Source: an optimization exercise on an open RTL-to-GDS flow (aim: small area, a short achievable clock period and few clock cycles). Production flows keep margins and buffers that such runs may drop. At most, simulation tests tie the RTL to the original design; equivalence was not proved.

==> inputs of 11-11 <==
## mat_vec_sequencer
module mat_vec_sequencer #(
    parameter int FRAC_BITS = 16,
    parameter int DIM_W     = 8
) (
    input  logic             clk,
    input  logic             reset,
    input  logic             start,
    input  logic [DIM_W-1:0] m_dim,
    input  logic [DIM_W-1:0] n_dim,
    input  logic             transpose,
    output logic             mat_read,
    output logic [DIM_W-1:0] mat_m_addr,
    output logic [DIM_W-1:0] mat_n_addr,
    output logic             mat_tr,
    input  logic [31:0]      mat_data,
    output logic [DIM_W-1:0] vec_addr,
    input  logic [31:0]      vec_data,
    output logic             y_valid,
    input  logic             y_ready,
    output logic [DIM_W-1:0] y_addr,
    output logic [31:0]      y_data,
    output logic             busy,
    output logic             done
);
    logic             busy_q, done_q, rd_q, yv_q, ep, rp;
    logic [DIM_W-1:0] r, c, r_last, c_last, ya;
    logic             tr;
    logic             v1, f1, l1, e1;    
    logic             vA, fA, lA, eA;    
    logic             vB, fB, lB, eB;    
    wire idle    = !busy_q && !done_q;
    wire go      = idle && start;
    wire nz      = (m_dim != '0) && (n_dim != '0);
    wire c_end   = (c == c_last);
    wire r_end   = (r == r_last);
    wire tok     = vB && (eB == ep) && !rp;
    wire blocked = yv_q && !y_ready;
    wire xfer    = yv_q && y_ready;
    wire drop    = tok && blocked;
    wire fin     = xfer && (ya == r_last);
    always_ff @(posedge clk or posedge reset) begin
        if (reset) begin
            busy_q <= 1'b0;
            done_q <= 1'b0;
            rd_q   <= 1'b0;
            yv_q   <= 1'b0;
            ep     <= 1'b0;
            rp     <= 1'b0;
            v1     <= 1'b0;
            vA     <= 1'b0;
            vB     <= 1'b0;
        end else begin
            done_q <= fin || (go && !nz);
            if (go && nz)  busy_q <= 1'b1;
            else if (fin)  busy_q <= 1'b0;
            rp <= drop;
            if (rp)        rd_q <= 1'b1;
            else if (go)   rd_q <= nz;
            else if (c_end && r_end) rd_q <= 1'b0;
            if (rp)        ep <= ~ep;
            v1 <= rd_q;
            vA <= v1;
            vB <= vA;
            if (tok && !blocked) yv_q <= lB;
            else if (xfer)       yv_q <= 1'b0;
        end
    end
  ...
export LEC_CHECK = 0
export ABC_AREA = 1
export CAP_MARGIN = 20
export CORE_MARGIN = 2
export CORE_UTILIZATION = 40
export SLEW_MARGIN = 20
create_clock -name core_clock -period 12.0 [get_ports {clk}]
standard.sh (not shown) runs the stock make flow with config.mk's settings and CLKGATE_MAP_FILE= SYNTH_SCRIPT=/design/flow/synth_recipe.tcl, a recipe that flattens the netlist after the stock synthesis.
==> flow/flow/run.sh <==
#!/bin/bash
# The standard layout (standard.sh) with these changes:
# - Yosys's generic abc pass before full-adder extraction is skipped (-noabc), so extract_fa
#   sees the adder trees as written and does not put inverters between full adders;
# - port buffers are buf_2 rather than the delay buffer buffer_ports picks by itself;
# - clock tree: larger sink clusters and no dummy loads.
# Registers are untouched by all of them.
bash standard.sh SYNTH_ARGS=-noabc SETUP_SLACK_MARGIN=${MARGIN:-8.5} \
  "BUFFER_PORTS_ARGS=-buffer_cell sky130_fd_sc_hd__buf_2" \
  "CTS_ARGS=-sink_clustering_enable -repair_clock_nets -dont_use_dummy_load -sink_clustering_size 24 -sink_clustering_max_diameter 120" \
  finish > standard.log 2>&1
==> 09-22 (differences from 11-11) <==
--- a/flow/design.v
+++ b/flow/design.v
@@ -21,25 +21,28 @@
     output logic [31:0]      y_data,
     output logic             busy,
     output logic             done
 );
     logic             busy_q, done_q, rd_q, yv_q, ep, rp;
-    logic [DIM_W-1:0] r, c, r_last, c_last, ya;
+    logic [DIM_W-1:0] r, c, r_len, c_len, ya;
     logic             tr;
     logic             v1, f1, l1, e1;    
     logic             vA, fA, lA, eA;    
-    logic             vB, fB, lB, eB;    
+    logic             vB, nfB, lB, eB;   
     wire idle    = !busy_q && !done_q;
     wire go      = idle && start;
     wire nz      = (m_dim != '0) && (n_dim != '0);
-    wire c_end   = (c == c_last);
-    wire r_end   = (r == r_last);
+    wire [DIM_W-1:0] c_inc = c + 1'b1;
+    wire [DIM_W-1:0] r_inc = r + 1'b1;
+    wire [DIM_W-1:0] ya_inc = ya + 1'b1;
+    wire c_end   = (c_inc == c_len);
+    wire r_end   = (r_inc == r_len);
     wire tok     = vB && (eB == ep) && !rp;
     wire blocked = yv_q && !y_ready;
     wire xfer    = yv_q && y_ready;
     wire drop    = tok && blocked;
-    wire fin     = xfer && (ya == r_last);
+    wire fin     = xfer && (ya_inc == r_len);
     always_ff @(posedge clk or posedge reset) begin
         if (reset) begin
             busy_q <= 1'b0;
             done_q <= 1'b0;
             rd_q   <= 1'b0;
@@ -54,60 +57,60 @@
             if (go && nz)  busy_q <= 1'b1;
             else if (fin)  busy_q <= 1'b0;
             rp <= drop;
             if (rp)        rd_q <= 1'b1;
             else if (go)   rd_q <= nz;
-            else if (c_end && r_end) rd_q <= 1'b0;
+            else if (rd_q && c_end && r_end) rd_q <= 1'b0;
             if (rp)        ep <= ~ep;
             v1 <= rd_q;
             vA <= v1;
             vB <= vA;
             if (tok && !blocked) yv_q <= lB;
             else if (xfer)       yv_q <= 1'b0;
         end
     end
     always_ff @(posedge clk) begin
         if (go) begin
-            r_last <= (transpose ? n_dim : m_dim) - 1'b1;
-            c_last <= (transpose ? m_dim : n_dim) - 1'b1;
+            r_len <= transpose ? n_dim : m_dim;
+            c_len <= transpose ? m_dim : n_dim;
             tr     <= transpose;
         end
         if (rp) begin
-            r <= ya + 1'b1;
+            r <= ya_inc;
             c <= '0;
         end else if (go) begin
             r <= '0;
             c <= '0;
         end else if (rd_q) begin
             if (c_end) begin
                 c <= '0;
-                r <= r + 1'b1;
+                r <= r_inc;
             end else begin
-                c <= c + 1'b1;
+                c <= c_inc;
             end
         end
         f1 <= (c == '0);
         l1 <= c_end;
         e1 <= ep;
         fA <= f1;
         lA <= l1;
         eA <= e1;
-        fB <= fA;
+        nfB <= ~fA;
         lB <= lA;
         eB <= eA;
         if (go)        ya <= '0;
-        else if (xfer) ya <= ya + 1'b1;
+        else if (xfer) ya <= ya_inc;
     end
-    logic [31:0] a_r, acc;
-    logic [15:0] bo, bt, bn;
+    logic [31:0] an_r, acc;
+    logic [15:0] bon, btn, bn;
     logic [32:0] vb;
     assign vb = {vec_data, 1'b0};
     logic [107:0] hb;
     logic [15:0] lb;
     logic        ck;
-    logic [32:0] ae;
-    assign ae = {a_r[31], a_r};
+    logic [32:0] aen;
+    assign aen = {an_r[31], an_r};
     logic [32:0] pp0;
     logic [32:0] pp1;
     logic [32:0] pp2;
     logic [32:0] pp3;
     logic [32:0] pp4;
@@ -120,26 +123,26 @@
     logic [32:0] pp11;
     logic [32:0] pp12;
     logic [32:0] pp13;
     logic [32:0] pp14;
     logic [32:0] pp15;
-    assign pp0 = (({33{bo[0]}} & ae) | ({33{bt[0]}} & {ae[31:0], 1'b0})) ^ {33{bn[0]}};
-    assign pp1 = (({33{bo[1]}} & ae) | ({33{bt[1]}} & {ae[31:0], 1'b0})) ^ {33{bn[1]}};
-    assign pp2 = (({33{bo[2]}} & ae) | ({33{bt[2]}} & {ae[31:0], 1'b0})) ^ {33{bn[2]}};
-    assign pp3 = (({33{bo[3]}} & ae) | ({33{bt[3]}} & {ae[31:0], 1'b0})) ^ {33{bn[3]}};
-    assign pp4 = (({33{bo[4]}} & ae) | ({33{bt[4]}} & {ae[31:0], 1'b0})) ^ {33{bn[4]}};
-    assign pp5 = (({33{bo[5]}} & ae) | ({33{bt[5]}} & {ae[31:0], 1'b0})) ^ {33{bn[5]}};
-    assign pp6 = (({33{bo[6]}} & ae) | ({33{bt[6]}} & {ae[31:0], 1'b0})) ^ {33{bn[6]}};
-    assign pp7 = (({33{bo[7]}} & ae) | ({33{bt[7]}} & {ae[31:0], 1'b0})) ^ {33{bn[7]}};
-    assign pp8 = (({33{bo[8]}} & ae) | ({33{bt[8]}} & {ae[31:0], 1'b0})) ^ {33{bn[8]}};
-    assign pp9 = (({33{bo[9]}} & ae) | ({33{bt[9]}} & {ae[31:0], 1'b0})) ^ {33{bn[9]}};
-    assign pp10 = (({33{bo[10]}} & ae) | ({33{bt[10]}} & {ae[31:0], 1'b0})) ^ {33{bn[10]}};
-    assign pp11 = (({33{bo[11]}} & ae) | ({33{bt[11]}} & {ae[31:0], 1'b0})) ^ {33{bn[11]}};
-    assign pp12 = (({33{bo[12]}} & ae) | ({33{bt[12]}} & {ae[31:0], 1'b0})) ^ {33{bn[12]}};
-    assign pp13 = (({33{bo[13]}} & ae) | ({33{bt[13]}} & {ae[31:0], 1'b0})) ^ {33{bn[13]}};
-    assign pp14 = (({33{bo[14]}} & ae) | ({33{bt[14]}} & {ae[31:0], 1'b0})) ^ {33{bn[14]}};
-    assign pp15 = (({33{bo[15]}} & ae) | ({33{bt[15]}} & {ae[31:0], 1'b0})) ^ {33{bn[15]}};
+    assign pp0 = ~(({33{bon[0]}} | aen) & ({33{btn[0]}} | {aen[31:0], 1'b1})) ^ {33{bn[0]}};
+    assign pp1 = ~(({33{bon[1]}} | aen) & ({33{btn[1]}} | {aen[31:0], 1'b1})) ^ {33{bn[1]}};
+    assign pp2 = ~(({33{bon[2]}} | aen) & ({33{btn[2]}} | {aen[31:0], 1'b1})) ^ {33{bn[2]}};
+    assign pp3 = ~(({33{bon[3]}} | aen) & ({33{btn[3]}} | {aen[31:0], 1'b1})) ^ {33{bn[3]}};
+    assign pp4 = ~(({33{bon[4]}} | aen) & ({33{btn[4]}} | {aen[31:0], 1'b1})) ^ {33{bn[4]}};
+    assign pp5 = ~(({33{bon[5]}} | aen) & ({33{btn[5]}} | {aen[31:0], 1'b1})) ^ {33{bn[5]}};
+    assign pp6 = ~(({33{bon[6]}} | aen) & ({33{btn[6]}} | {aen[31:0], 1'b1})) ^ {33{bn[6]}};
+    assign pp7 = ~(({33{bon[7]}} | aen) & ({33{btn[7]}} | {aen[31:0], 1'b1})) ^ {33{bn[7]}};
+    assign pp8 = ~(({33{bon[8]}} | aen) & ({33{btn[8]}} | {aen[31:0], 1'b1})) ^ {33{bn[8]}};
+    assign pp9 = ~(({33{bon[9]}} | aen) & ({33{btn[9]}} | {aen[31:0], 1'b1})) ^ {33{bn[9]}};
+    assign pp10 = ~(({33{bon[10]}} | aen) & ({33{btn[10]}} | {aen[31:0], 1'b1})) ^ {33{bn[10]}};
+    assign pp11 = ~(({33{bon[11]}} | aen) & ({33{btn[11]}} | {aen[31:0], 1'b1})) ^ {33{bn[11]}};
+    assign pp12 = ~(({33{bon[12]}} | aen) & ({33{btn[12]}} | {aen[31:0], 1'b1})) ^ {33{bn[12]}};
+    assign pp13 = ~(({33{bon[13]}} | aen) & ({33{btn[13]}} | {aen[31:0], 1'b1})) ^ {33{bn[13]}};
+    assign pp14 = ~(({33{bon[14]}} | aen) & ({33{btn[14]}} | {aen[31:0], 1'b1})) ^ {33{bn[14]}};
+    assign pp15 = ~(({33{bon[15]}} | aen) & ({33{btn[15]}} | {aen[31:0], 1'b1})) ^ {33{bn[15]}};
     wire bs1 = bn[1] ^ pp0[2];
     wire bc2 = bn[1] & pp0[2];
     wire bs3 = pp0[3] ^ pp1[1];
     wire bc4 = pp0[3] & pp1[1];
     wire bs5 = bn[2] ^ pp0[4] ^ pp1[2];
@@ -1012,11 +1015,11 @@
     assign lb_n[12] = bc84;
     assign lb_n[13] = bs97;
     assign lb_n[14] = bc98;
     assign lb_n[15] = bs111;
     logic [31:0] acc_in;
-    assign acc_in = fB ? 32'd0 : acc;
+    assign acc_in = acc & {32{nfB}};
     logic [9:0] csum;
     assign csum = {1'b0, {lb[14], lb[12], lb[10], lb[8], lb[6], lb[4], lb[2], lb[0]}, 1'b1} + {1'b0, {lb[15], lb[13], lb[11], lb[9], lb[7], lb[5], lb[3], lb[1]}, ck};
     wire c16 = csum[9];
     wire ms747 = hb[0] ^ hb[1] ^ hb[2];
     wire mc748 = (hb[0] & hb[1]) | (hb[0] & hb[2]) | (hb[1] & hb[2]);
@@ -1189,14 +1192,14 @@
     wire ms915 = mc910 ^ ms913;
     wire mc916 = mc910 & ms913;
     logic [31:0] acc_n;
     assign acc_n = {mc912, mc908, mc902, mc896, mc892, mc886, mc880, mc874, mc870, mc864, mc858, mc852, mc846, mc840, mc834, mc828, mc822, mc816, mc810, mc804, mc798, mc794, mc788, mc784, mc778, mc774, mc768, mc764, ms761, mc754, mc750, c16} + {ms915, ms911, ms907, ms901, ms895, ms891, ms885, ms879, ms873, ms869, ms863, ms857, ms851, ms845, ms839, ms833, ms827, ms821, ms815, ms809, ms803, ms797, ms793, ms787, ms783, ms777, ms773, ms767, ms763, ms757, ms753, ms749};
     always_ff @(posedge clk) begin
-        a_r <= mat_data;
+        an_r <= ~mat_data;
         for (int i = 0; i < 16; i++) begin
-            bo[i] <= vb[2*i+1] ^ vb[2*i];
-            bt[i] <= (vb[2*i+2] & ~vb[2*i+1] & ~vb[2*i]) | (~vb[2*i+2] & vb[2*i+1] & vb[2*i]);
+            bon[i] <= ~(vb[2*i+1] ^ vb[2*i]);
+            btn[i] <= ~((vb[2*i+2] & ~vb[2*i+1] & ~vb[2*i]) | (~vb[2*i+2] & vb[2*i+1] & vb[2*i]));
             bn[i] <= vb[2*i+2];
         end
         hb  <= hb_n;
             lb <= lb_n;
         ck  <= ck_n;
==> flow/flow/run.sh (replaced) <==
#!/bin/bash
# The standard layout (standard.sh) with these changes:
# - Yosys's generic abc pass before full-adder extraction is skipped (-noabc), so extract_fa
#   sees the adder trees as written and does not put inverters between full adders;
# - port buffers are buf_2 rather than the delay buffer buffer_ports picks by itself;
# - clock tree: larger sink clusters and no dummy loads.
# Registers are untouched by all of them.
bash standard.sh SYNTH_ARGS=-noabc SETUP_SLACK_MARGIN=${MARGIN:-8.8} \
  "BUFFER_PORTS_ARGS=-buffer_cell sky130_fd_sc_hd__buf_2" \
  "CTS_ARGS=-sink_clustering_enable -repair_clock_nets -dont_use_dummy_load -sink_clustering_size 24 -sink_clustering_max_diameter 120" \
  CAP_MARGIN=0 SLEW_MARGIN=0 finish > standard.log 2>&1
- CAP_MARGIN: 20 -> 0
- SLEW_MARGIN: 20 -> 0
- TNS_END_PERCENT: not set -> 0
==> 03-05 (differences from 11-11) <==
--- a/flow/design.v
+++ b/flow/design.v
@@ -95,19 +95,19 @@
         lB <= lA;
         eB <= eA;
         if (go)        ya <= '0;
         else if (xfer) ya <= ya + 1'b1;
     end
-    logic [31:0] a_r, acc;
-    logic [15:0] bo, bt, bn;
+    logic [31:0] an_r, acc;
+    logic [15:0] bon, btn, bn;
     logic [32:0] vb;
     assign vb = {vec_data, 1'b0};
     logic [107:0] hb;
     logic [15:0] lb;
     logic        ck;
-    logic [32:0] ae;
-    assign ae = {a_r[31], a_r};
+    logic [32:0] aen;
+    assign aen = {an_r[31], an_r};
     logic [32:0] pp0;
     logic [32:0] pp1;
     logic [32:0] pp2;
     logic [32:0] pp3;
     logic [32:0] pp4;
@@ -120,26 +120,26 @@
     logic [32:0] pp11;
     logic [32:0] pp12;
     logic [32:0] pp13;
     logic [32:0] pp14;
     logic [32:0] pp15;
-    assign pp0 = (({33{bo[0]}} & ae) | ({33{bt[0]}} & {ae[31:0], 1'b0})) ^ {33{bn[0]}};
-    assign pp1 = (({33{bo[1]}} & ae) | ({33{bt[1]}} & {ae[31:0], 1'b0})) ^ {33{bn[1]}};
-    assign pp2 = (({33{bo[2]}} & ae) | ({33{bt[2]}} & {ae[31:0], 1'b0})) ^ {33{bn[2]}};
-    assign pp3 = (({33{bo[3]}} & ae) | ({33{bt[3]}} & {ae[31:0], 1'b0})) ^ {33{bn[3]}};
-    assign pp4 = (({33{bo[4]}} & ae) | ({33{bt[4]}} & {ae[31:0], 1'b0})) ^ {33{bn[4]}};
-    assign pp5 = (({33{bo[5]}} & ae) | ({33{bt[5]}} & {ae[31:0], 1'b0})) ^ {33{bn[5]}};
-    assign pp6 = (({33{bo[6]}} & ae) | ({33{bt[6]}} & {ae[31:0], 1'b0})) ^ {33{bn[6]}};
-    assign pp7 = (({33{bo[7]}} & ae) | ({33{bt[7]}} & {ae[31:0], 1'b0})) ^ {33{bn[7]}};
-    assign pp8 = (({33{bo[8]}} & ae) | ({33{bt[8]}} & {ae[31:0], 1'b0})) ^ {33{bn[8]}};
-    assign pp9 = (({33{bo[9]}} & ae) | ({33{bt[9]}} & {ae[31:0], 1'b0})) ^ {33{bn[9]}};
-    assign pp10 = (({33{bo[10]}} & ae) | ({33{bt[10]}} & {ae[31:0], 1'b0})) ^ {33{bn[10]}};
-    assign pp11 = (({33{bo[11]}} & ae) | ({33{bt[11]}} & {ae[31:0], 1'b0})) ^ {33{bn[11]}};
-    assign pp12 = (({33{bo[12]}} & ae) | ({33{bt[12]}} & {ae[31:0], 1'b0})) ^ {33{bn[12]}};
-    assign pp13 = (({33{bo[13]}} & ae) | ({33{bt[13]}} & {ae[31:0], 1'b0})) ^ {33{bn[13]}};
-    assign pp14 = (({33{bo[14]}} & ae) | ({33{bt[14]}} & {ae[31:0], 1'b0})) ^ {33{bn[14]}};
-    assign pp15 = (({33{bo[15]}} & ae) | ({33{bt[15]}} & {ae[31:0], 1'b0})) ^ {33{bn[15]}};
+    assign pp0 = ~(({33{bon[0]}} | aen) & ({33{btn[0]}} | {aen[31:0], 1'b1})) ^ {33{bn[0]}};
+    assign pp1 = ~(({33{bon[1]}} | aen) & ({33{btn[1]}} | {aen[31:0], 1'b1})) ^ {33{bn[1]}};
+    assign pp2 = ~(({33{bon[2]}} | aen) & ({33{btn[2]}} | {aen[31:0], 1'b1})) ^ {33{bn[2]}};
+    assign pp3 = ~(({33{bon[3]}} | aen) & ({33{btn[3]}} | {aen[31:0], 1'b1})) ^ {33{bn[3]}};
+    assign pp4 = ~(({33{bon[4]}} | aen) & ({33{btn[4]}} | {aen[31:0], 1'b1})) ^ {33{bn[4]}};
+    assign pp5 = ~(({33{bon[5]}} | aen) & ({33{btn[5]}} | {aen[31:0], 1'b1})) ^ {33{bn[5]}};
+    assign pp6 = ~(({33{bon[6]}} | aen) & ({33{btn[6]}} | {aen[31:0], 1'b1})) ^ {33{bn[6]}};
+    assign pp7 = ~(({33{bon[7]}} | aen) & ({33{btn[7]}} | {aen[31:0], 1'b1})) ^ {33{bn[7]}};
+    assign pp8 = ~(({33{bon[8]}} | aen) & ({33{btn[8]}} | {aen[31:0], 1'b1})) ^ {33{bn[8]}};
+    assign pp9 = ~(({33{bon[9]}} | aen) & ({33{btn[9]}} | {aen[31:0], 1'b1})) ^ {33{bn[9]}};
+    assign pp10 = ~(({33{bon[10]}} | aen) & ({33{btn[10]}} | {aen[31:0], 1'b1})) ^ {33{bn[10]}};
+    assign pp11 = ~(({33{bon[11]}} | aen) & ({33{btn[11]}} | {aen[31:0], 1'b1})) ^ {33{bn[11]}};
+    assign pp12 = ~(({33{bon[12]}} | aen) & ({33{btn[12]}} | {aen[31:0], 1'b1})) ^ {33{bn[12]}};
+    assign pp13 = ~(({33{bon[13]}} | aen) & ({33{btn[13]}} | {aen[31:0], 1'b1})) ^ {33{bn[13]}};
+    assign pp14 = ~(({33{bon[14]}} | aen) & ({33{btn[14]}} | {aen[31:0], 1'b1})) ^ {33{bn[14]}};
+    assign pp15 = ~(({33{bon[15]}} | aen) & ({33{btn[15]}} | {aen[31:0], 1'b1})) ^ {33{bn[15]}};
     wire bs1 = bn[1] ^ pp0[2];
     wire bc2 = bn[1] & pp0[2];
     wire bs3 = pp0[3] ^ pp1[1];
     wire bc4 = pp0[3] & pp1[1];
     wire bs5 = bn[2] ^ pp0[4] ^ pp1[2];
@@ -1189,14 +1189,14 @@
     wire ms915 = mc910 ^ ms913;
     wire mc916 = mc910 & ms913;
     logic [31:0] acc_n;
     assign acc_n = {mc912, mc908, mc902, mc896, mc892, mc886, mc880, mc874, mc870, mc864, mc858, mc852, mc846, mc840, mc834, mc828, mc822, mc816, mc810, mc804, mc798, mc794, mc788, mc784, mc778, mc774, mc768, mc764, ms761, mc754, mc750, c16} + {ms915, ms911, ms907, ms901, ms895, ms891, ms885, ms879, ms873, ms869, ms863, ms857, ms851, ms845, ms839, ms833, ms827, ms821, ms815, ms809, ms803, ms797, ms793, ms787, ms783, ms777, ms773, ms767, ms763, ms757, ms753, ms749};
     always_ff @(posedge clk) begin
-        a_r <= mat_data;
+        an_r <= ~mat_data;
         for (int i = 0; i < 16; i++) begin
-            bo[i] <= vb[2*i+1] ^ vb[2*i];
-            bt[i] <= (vb[2*i+2] & ~vb[2*i+1] & ~vb[2*i]) | (~vb[2*i+2] & vb[2*i+1] & vb[2*i]);
+            bon[i] <= ~(vb[2*i+1] ^ vb[2*i]);
+            btn[i] <= ~((vb[2*i+2] & ~vb[2*i+1] & ~vb[2*i]) | (~vb[2*i+2] & vb[2*i+1] & vb[2*i]));
             bn[i] <= vb[2*i+2];
         end
         hb  <= hb_n;
             lb <= lb_n;
         ck  <= ck_n;
==> flow/flow/run.sh (replaced) <==
#!/bin/bash
# The standard layout (standard.sh) with these changes:
# - Yosys's generic abc pass before full-adder extraction is skipped (-noabc), so extract_fa
#   sees the adder trees as written and does not put inverters between full adders;
# - port buffers are buf_2 rather than the delay buffer buffer_ports picks by itself;
# - clock tree: larger sink clusters and no dummy loads.
# Registers are untouched by all of them.
bash standard.sh SYNTH_ARGS=-noabc SETUP_SLACK_MARGIN=${MARGIN:-8.8} \
  "BUFFER_PORTS_ARGS=-buffer_cell sky130_fd_sc_hd__buf_2" \
  "CTS_ARGS=-sink_clustering_enable -repair_clock_nets -dont_use_dummy_load -sink_clustering_size 24 -sink_clustering_max_diameter 120" \
  finish > standard.log 2>&1
- TNS_END_PERCENT: not set -> 0
==> summary of the runs <==
03-05 went through all stages and came out clean. 11-11 completed without violations. 09-22 produced a clean layout. Against 09-22, the non-clock buffer count of 03-05 is lower by 5. The lowest area after synthesis belongs to 11-11, the highest to 09-22. Synthesized cell count: 11-11 < 03-05 < 09-22. In 11-11 the cell count is larger than in 09-22, by about 1.7%. Final area: 11-11 > 09-22 > 03-05. Critical path depth is the same in 11-11 and 03-05.
Testbench counts of 09-22, summed over its fixed seeds: cycles 39,365.
Testbench counts of 03-05, summed over its fixed seeds: cycles 39,365.
No functional check of the RTL was part of 11-11.

what the ideal ports hide:
In the flow no input, the clock included, has a driving cell. The finished layouts below were timed again as built, in two steps.
Step 1 sets driving cells, clkbuf_16 on the clock port and buf_2 on the other inputs (assumed; they add their load-dependent delay and slew).
Step 2 adds t to the input delays and takes it off the output delays; t is the mean of the earliest and latest rising clock arrival at the registers after step 1. Input paths then give back, and output paths get back, about the clock's delay inside the block.
Slacks: no drivers / after step 1 / after step 2; pairs: no drivers / after step 1.
| run | shift t [ns] | slack for setup (ns) | worst slew at a driven data input, ns | pins driven straight from the clock port |
|---|---|---|---|---|
| 11-11 | 0.600 | 8.355 / 8.295 / 8.063 | 0.06 | 1 |
| 09-22 | 0.591 | 8.417 / 8.352 / 8.017 | 0.04 | 1 |
| 03-05 | 0.591 | 8.384 / 8.315 / 7.975 | 0.06 | 1 |
After both steps every run listed still meets setup and hold. For 03-05, which loses most, drivers alone change the setup slack by -0.069 ns; drivers and shift together by -0.409 ns.
